This design comes from an exercise in tuning for small area on the open sky130 flow, not from production work. Only simulation tests tie the RTL to the original design; equivalence was not proved. Power and IR drop assume default switching activity.

## before
// spi_ram
module spi_ram #(
  parameter int MEM_DEPTH = 256,
  parameter int ADDR_SIZE = 8
) (
  input  logic       clk,
  input  logic       rst,
  input  logic [9:0] rx_data,
  input  logic       rx_valid,
  output logic [7:0] tx_data,
  output logic       tx_valid
);
==> module spi_ram_predec, before the edit <==
module spi_ram_predec (
  input  logic [3:0]  a,
  input  logic        en,
  output logic [15:0] y,
  output logic [15:0] y_n
);
  for (genvar i = 0; i < 16; i++) begin : g_y
    assign y[i]   = en & (a == 4'(i));
    assign y_n[i] = ~(en & (a == 4'(i)));
  end
endmodule
==> module spi_ram_predec_n, before the edit <==
module spi_ram_predec_n (
  input  logic [3:0]  a,
  output logic [15:0] y_n
);
  for (genvar i = 0; i < 16; i++) begin : g_y
    assign y_n[i] = ~(a == 4'(i));
  end
endmodule
==> module spi_ram, before the edit <==
module spi_ram #(
  parameter int MEM_DEPTH = 256,
  parameter int ADDR_SIZE = 8
) (
  input  logic       clk,
  input  logic       rst,
  input  logic [9:0] rx_data,
  input  logic       rx_valid,
  output logic [7:0] tx_data,
  output logic       tx_valid
);
  logic [8*MEM_DEPTH-1:0] mem_q, mem_d;
  logic                   phase_q;
  logic [ADDR_SIZE-1:0]   wr_addr_q, rd_addr_q;
  logic                   tx_valid_q;
  logic cmd_wr_addr, cmd_wr_data, cmd_rd_addr, cmd_rd_data;
  assign cmd_wr_addr = rx_valid & (rx_data[9:8] == 2'b00);
  assign cmd_wr_data = rx_valid & (rx_data[9:8] == 2'b01);
  assign cmd_rd_addr = rx_valid & (rx_data[9:8] == 2'b10);
  assign cmd_rd_data = rx_valid & (rx_data[9:8] == 2'b11);
  logic [ADDR_SIZE-1:0] wr_addr_d, rd_addr_d;
  always_comb begin
    wr_addr_d = wr_addr_q;
    if (cmd_wr_addr) wr_addr_d = rx_data[ADDR_SIZE-1:0];
    else if (cmd_wr_data) wr_addr_d = wr_addr_q + ADDR_SIZE'(1);
    rd_addr_d = rd_addr_q;
    if (cmd_rd_addr) rd_addr_d = rx_data[ADDR_SIZE-1:0];
    else if (cmd_rd_data) rd_addr_d = rd_addr_q + ADDR_SIZE'(1);
  end
  logic [15:0] whi, whi_n, wlo, wlo_n;
  spi_ram_predec u_whi (.a(wr_addr_q[7:4]), .en(cmd_wr_data & ~rst), .y(whi), .y_n(whi_n));
  spi_ram_predec u_wlo (.a(wr_addr_q[3:0]), .en(1'b1),               .y(wlo), .y_n(wlo_n));
  logic [7:0] wdata;
  assign wdata = rx_data[7:0] ^ {8{phase_q}};
  logic [MEM_DEPTH-1:0] row_we, row_we_n;
  for (genvar r = 0; r < MEM_DEPTH; r++) begin : g_row
    spi_ram_nor2  u_we   (.a(whi_n[r/16]), .b(wlo_n[r%16]), .y(row_we[r]));
    spi_ram_nand2 u_we_n (.a(whi[r/16]),   .b(wlo[r%16]),   .y(row_we_n[r]));
    for (genvar b = 0; b < 8; b++) begin : g_bit
      spi_ram_oai22 u_cell (
        .a1(mem_q[8*r+b]), .a2(row_we[r]),
        .b1(row_we_n[r]),  .b2(wdata[b]),
        .y (mem_d[8*r+b])
      );
    end
  end
  always_ff @(posedge clk) begin
    mem_q   <= mem_d;
    phase_q <= ~phase_q;
  end
  logic [15:0] rhi_n, rlo_n;
  spi_ram_predec_n u_rhi (.a(rd_addr_q[7:4]), .y_n(rhi_n));
  spi_ram_predec_n u_rlo (.a(rd_addr_q[3:0]), .y_n(rlo_n));
  logic [MEM_DEPTH-1:0] row_rd;
  for (genvar r = 0; r < MEM_DEPTH; r++) begin : g_rsel
    spi_ram_nor2 u_rd (.a(rhi_n[r/16]), .b(rlo_n[r%16]), .y(row_rd[r]));
  end
  logic [7:0] rpart0, rpart1;
  for (genvar b = 0; b < 8; b++) begin : g_rbit
    logic [85:0] term_n;
    logic [21:0] or1;
    logic [5:0]  or2_n;
    for (genvar g = 0; g < 85; g++) begin : g_t3
      spi_ram_aoi222 u_aoi (
        .a1(row_rd[3*g]),   .a2(mem_q[8*(3*g)+b]),
        .b1(row_rd[3*g+1]), .b2(mem_q[8*(3*g+1)+b]),
        .c1(row_rd[3*g+2]), .c2(mem_q[8*(3*g+2)+b]),
        .y (term_n[g])
      );
    end
    spi_ram_nand2 u_last (.a(row_rd[255]), .b(mem_q[8*255+b]), .y(term_n[85]));
    for (genvar g = 0; g < 21; g++) begin : g_l1
      spi_ram_nand4 u_nand (.a(term_n[4*g]), .b(term_n[4*g+1]), .c(term_n[4*g+2]), .d(term_n[4*g+3]),
                            .y(or1[g]));
    end
    spi_ram_nand2 u_l1_last (.a(term_n[84]), .b(term_n[85]), .y(or1[21]));
    for (genvar g = 0; g < 5; g++) begin : g_l2
      spi_ram_nor4 u_nor (.a(or1[4*g]), .b(or1[4*g+1]), .c(or1[4*g+2]), .d(or1[4*g+3]),
                          .y(or2_n[g]));
    end
    spi_ram_nor2 u_l2_last (.a(or1[20]), .b(or1[21]), .y(or2_n[5]));
    spi_ram_nand3 u_p0 (.a(or2_n[0]), .b(or2_n[1]), .c(or2_n[2]), .y(rpart0[b]));
    spi_ram_nand3 u_p1 (.a(or2_n[3]), .b(or2_n[4]), .c(or2_n[5]), .y(rpart1[b]));
  end
  always_ff @(posedge clk or posedge rst) begin
    if (rst) begin
      wr_addr_q  <= '0;
      rd_addr_q  <= '0;
      tx_valid_q <= 1'b0;
    end else begin
      wr_addr_q  <= wr_addr_d;
      rd_addr_q  <= rd_addr_d;
      tx_valid_q <= cmd_rd_data;
    end
  end
  logic [7:0] rpart0_q, rpart1_q;
  always_ff @(posedge clk) begin
    rpart0_q <= rpart0;
    rpart1_q <= rpart1;
  end
  assign tx_data  = (rpart0_q | rpart1_q) ^ {8{~phase_q}};
  assign tx_valid = tx_valid_q;
endmodule
Settings: LEC_CHECK=0, CAP_MARGIN=20, CORE_MARGIN=2, CORE_UTILIZATION=60, CTS_BUF_LIST=sky130_fd_sc_hd__clkbuf_16, CTS_CLUSTER_DIAMETER=80, CTS_CLUSTER_SIZE=24, SETUP_SLACK_MARGIN=0.3, SLEW_MARGIN=20, SYNTH_HIERARCHICAL=1; clock period 4.0 ns.
run.sh (not shown) runs the stock make flow with config.mk's settings and CLKGATE_MAP_FILE= SYNTH_SCRIPT=/design/flow/synth_recipe.tcl, a recipe that flattens the netlist after the stock synthesis.
#### Input delta (after over before)
==> flow/design.v, changed modules only <==
module spi_ram_predec (
  input  logic [3:0]  a,
  input  logic        en,
  output logic [15:0] y
);
  for (genvar i = 0; i < 16; i++) begin : g_y
    assign y[i] = en & (a == 4'(i));
  end
endmodule
module spi_ram_inv (
  input  logic a,
  output logic y
);
  assign y = ~a;
endmodule
module spi_ram_predec_n (
  input  logic [3:0]  a,
  output logic [15:0] y_n
);
  logic [3:0] a_n;
  for (genvar k = 0; k < 4; k++) begin : g_inv
    spi_ram_inv u_inv (.a(a[k]), .y(a_n[k]));
  end
  for (genvar i = 0; i < 16; i++) begin : g_y
    spi_ram_nand4 u_nand (
      .a(i[0] ? a[0] : a_n[0]),
      .b(i[1] ? a[1] : a_n[1]),
      .c(i[2] ? a[2] : a_n[2]),
      .d(i[3] ? a[3] : a_n[3]),
      .y(y_n[i])
    );
  end
endmodule
module spi_ram #(
  parameter int MEM_DEPTH = 256,
  parameter int ADDR_SIZE = 8
) (
  input  logic       clk,
  input  logic       rst,
  input  logic [9:0] rx_data,
  input  logic       rx_valid,
  output logic [7:0] tx_data,
  output logic       tx_valid
);
  logic [8*MEM_DEPTH-1:0] mem_q, mem_d;
  logic                   phase_q;
  logic [ADDR_SIZE-1:0]   wr_addr_q, rd_addr_q;
  logic                   tx_valid_q;
  logic cmd_wr_addr, cmd_wr_data, cmd_rd_addr, cmd_rd_data;
  assign cmd_wr_addr = rx_valid & (rx_data[9:8] == 2'b00);
  assign cmd_wr_data = rx_valid & (rx_data[9:8] == 2'b01);
  assign cmd_rd_addr = rx_valid & (rx_data[9:8] == 2'b10);
  assign cmd_rd_data = rx_valid & (rx_data[9:8] == 2'b11);
  logic [ADDR_SIZE-1:0] wr_addr_d, rd_addr_d;
  always_comb begin
    wr_addr_d = wr_addr_q;
    if (cmd_wr_addr) wr_addr_d = rx_data[ADDR_SIZE-1:0];
    else if (cmd_wr_data) wr_addr_d = wr_addr_q + ADDR_SIZE'(1);
    rd_addr_d = rd_addr_q;
    if (cmd_rd_addr) rd_addr_d = rx_data[ADDR_SIZE-1:0];
    else if (cmd_rd_data) rd_addr_d = rd_addr_q + ADDR_SIZE'(1);
  end
  logic [15:0] whi, wlo;
  spi_ram_predec u_whi (.a(wr_addr_q[7:4]), .en(cmd_wr_data & ~rst), .y(whi));
  spi_ram_predec u_wlo (.a(wr_addr_q[3:0]), .en(1'b1),               .y(wlo));
  logic [7:0] wdata;
  assign wdata = rx_data[7:0] ^ {8{phase_q}};
  logic [MEM_DEPTH-1:0] row_we, row_we_n;
  for (genvar r = 0; r < MEM_DEPTH; r++) begin : g_row
    spi_ram_nand2 u_we_n (.a(whi[r/16]), .b(wlo[r%16]), .y(row_we_n[r]));
    spi_ram_inv   u_we   (.a(row_we_n[r]), .y(row_we[r]));
    for (genvar b = 0; b < 8; b++) begin : g_bit
      spi_ram_oai22 u_cell (
        .a1(mem_q[8*r+b]), .a2(row_we[r]),
        .b1(row_we_n[r]),  .b2(wdata[b]),
        .y (mem_d[8*r+b])
      );
    end
  end
  always_ff @(posedge clk) begin
    mem_q   <= mem_d;
    phase_q <= ~phase_q;
  end
  logic [15:0] rhi_n, rlo_n;
  spi_ram_predec_n u_rhi (.a(rd_addr_q[7:4]), .y_n(rhi_n));
  spi_ram_predec_n u_rlo (.a(rd_addr_q[3:0]), .y_n(rlo_n));
  logic [MEM_DEPTH-1:0] row_rd;
  for (genvar r = 0; r < MEM_DEPTH; r++) begin : g_rsel
    spi_ram_nor2 u_rd (.a(rhi_n[r/16]), .b(rlo_n[r%16]), .y(row_rd[r]));
  end
  logic [7:0] rpart0, rpart1;
  for (genvar b = 0; b < 8; b++) begin : g_rbit
    logic [85:0] term_n;
    logic [21:0] or1;
    logic [5:0]  or2_n;
    for (genvar g = 0; g < 85; g++) begin : g_t3
      spi_ram_aoi222 u_aoi (
        .a1(row_rd[3*g]),   .a2(mem_q[8*(3*g)+b]),
        .b1(row_rd[3*g+1]), .b2(mem_q[8*(3*g+1)+b]),
        .c1(row_rd[3*g+2]), .c2(mem_q[8*(3*g+2)+b]),
        .y (term_n[g])
      );
    end
    spi_ram_nand2 u_last (.a(row_rd[255]), .b(mem_q[8*255+b]), .y(term_n[85]));
    for (genvar g = 0; g < 21; g++) begin : g_l1
      spi_ram_nand4 u_nand (.a(term_n[4*g]), .b(term_n[4*g+1]), .c(term_n[4*g+2]), .d(term_n[4*g+3]),
                            .y(or1[g]));
    end
    spi_ram_nand2 u_l1_last (.a(term_n[84]), .b(term_n[85]), .y(or1[21]));
    for (genvar g = 0; g < 5; g++) begin : g_l2
      spi_ram_nor4 u_nor (.a(or1[4*g]), .b(or1[4*g+1]), .c(or1[4*g+2]), .d(or1[4*g+3]),
                          .y(or2_n[g]));
    end
    spi_ram_nor2 u_l2_last (.a(or1[20]), .b(or1[21]), .y(or2_n[5]));
    spi_ram_nand3 u_p0 (.a(or2_n[0]), .b(or2_n[1]), .c(or2_n[2]), .y(rpart0[b]));
    spi_ram_nand3 u_p1 (.a(or2_n[3]), .b(or2_n[4]), .c(or2_n[5]), .y(rpart1[b]));
  end
  always_ff @(posedge clk or posedge rst) begin
    if (rst) begin
      wr_addr_q  <= '0;
      rd_addr_q  <= '0;
      tx_valid_q <= 1'b0;
    end else begin
      wr_addr_q  <= wr_addr_d;
      rd_addr_q  <= rd_addr_d;
      tx_valid_q <= cmd_rd_data;
    end
  end
  logic [7:0] rpart0_q, rpart1_q;
  always_ff @(posedge clk) begin
    rpart0_q <= rpart0;
    rpart1_q <= rpart1;
  end
  assign tx_data  = (rpart0_q | rpart1_q) ^ {8{~phase_q}};
  assign tx_valid = tx_valid_q;
endmodule
Results
- Reg-to-reg setup timing slack of before is on par with after.
- NOTE: global-route usage over all layers in after falls short of that of before
- Count of cell types in the netlist down 15% in after wrt before
- In the metrics for after and before, the one carrying the lower global-route wire length before repair is after.
- Post-layout instance area ended up about 1% lower on after than on before.
- Against before, total power of the final layout in after came out better.
- Setup-violating endpoint count in the final report: after vs before identical
- Initial antenna violation count on after is up relative to before.
- The higher fraction of the mapped netlist area in simple logic gates came out of before.
- In after relative to before, post-layout instance count excluding filler cells had gone down slightly.

re-timing with driven ports:
In the flow no input, the clock included, has a driving cell. The finished layouts below were timed again as built, in two steps. Step 1: set_driving_cell puts a clkbuf_16 on clk and a buf_2 on each other input, an assumption about the parent block. Step 2, shift: input delay + t, output delay - t, t = (earliest + latest rising clock arrival at the registers) / 2. This alone moves slack from input paths to output paths. a / b / c = ideal / step 1 / step 2; a / b = the first two.
| run | t, ns | setup WS [ns] | hold slack, ns | clock arrival spread, ns |
|---|---|---|---|---|
| before | 0.802 | 0.334 / 0.334 / 0.334 | 0.411 / 0.357 / 0.446 | 0.023 / 0.023 |
| after | 0.793 | 0.338 / 0.338 / 0.278 | 0.447 / 0.447 / 0.447 | 0.023 / 0.024 |
After both steps every run listed still meets setup and hold. The setup slack of after, which loses most, moves by 0.000 ns with the drivers and by -0.060 ns with both steps.
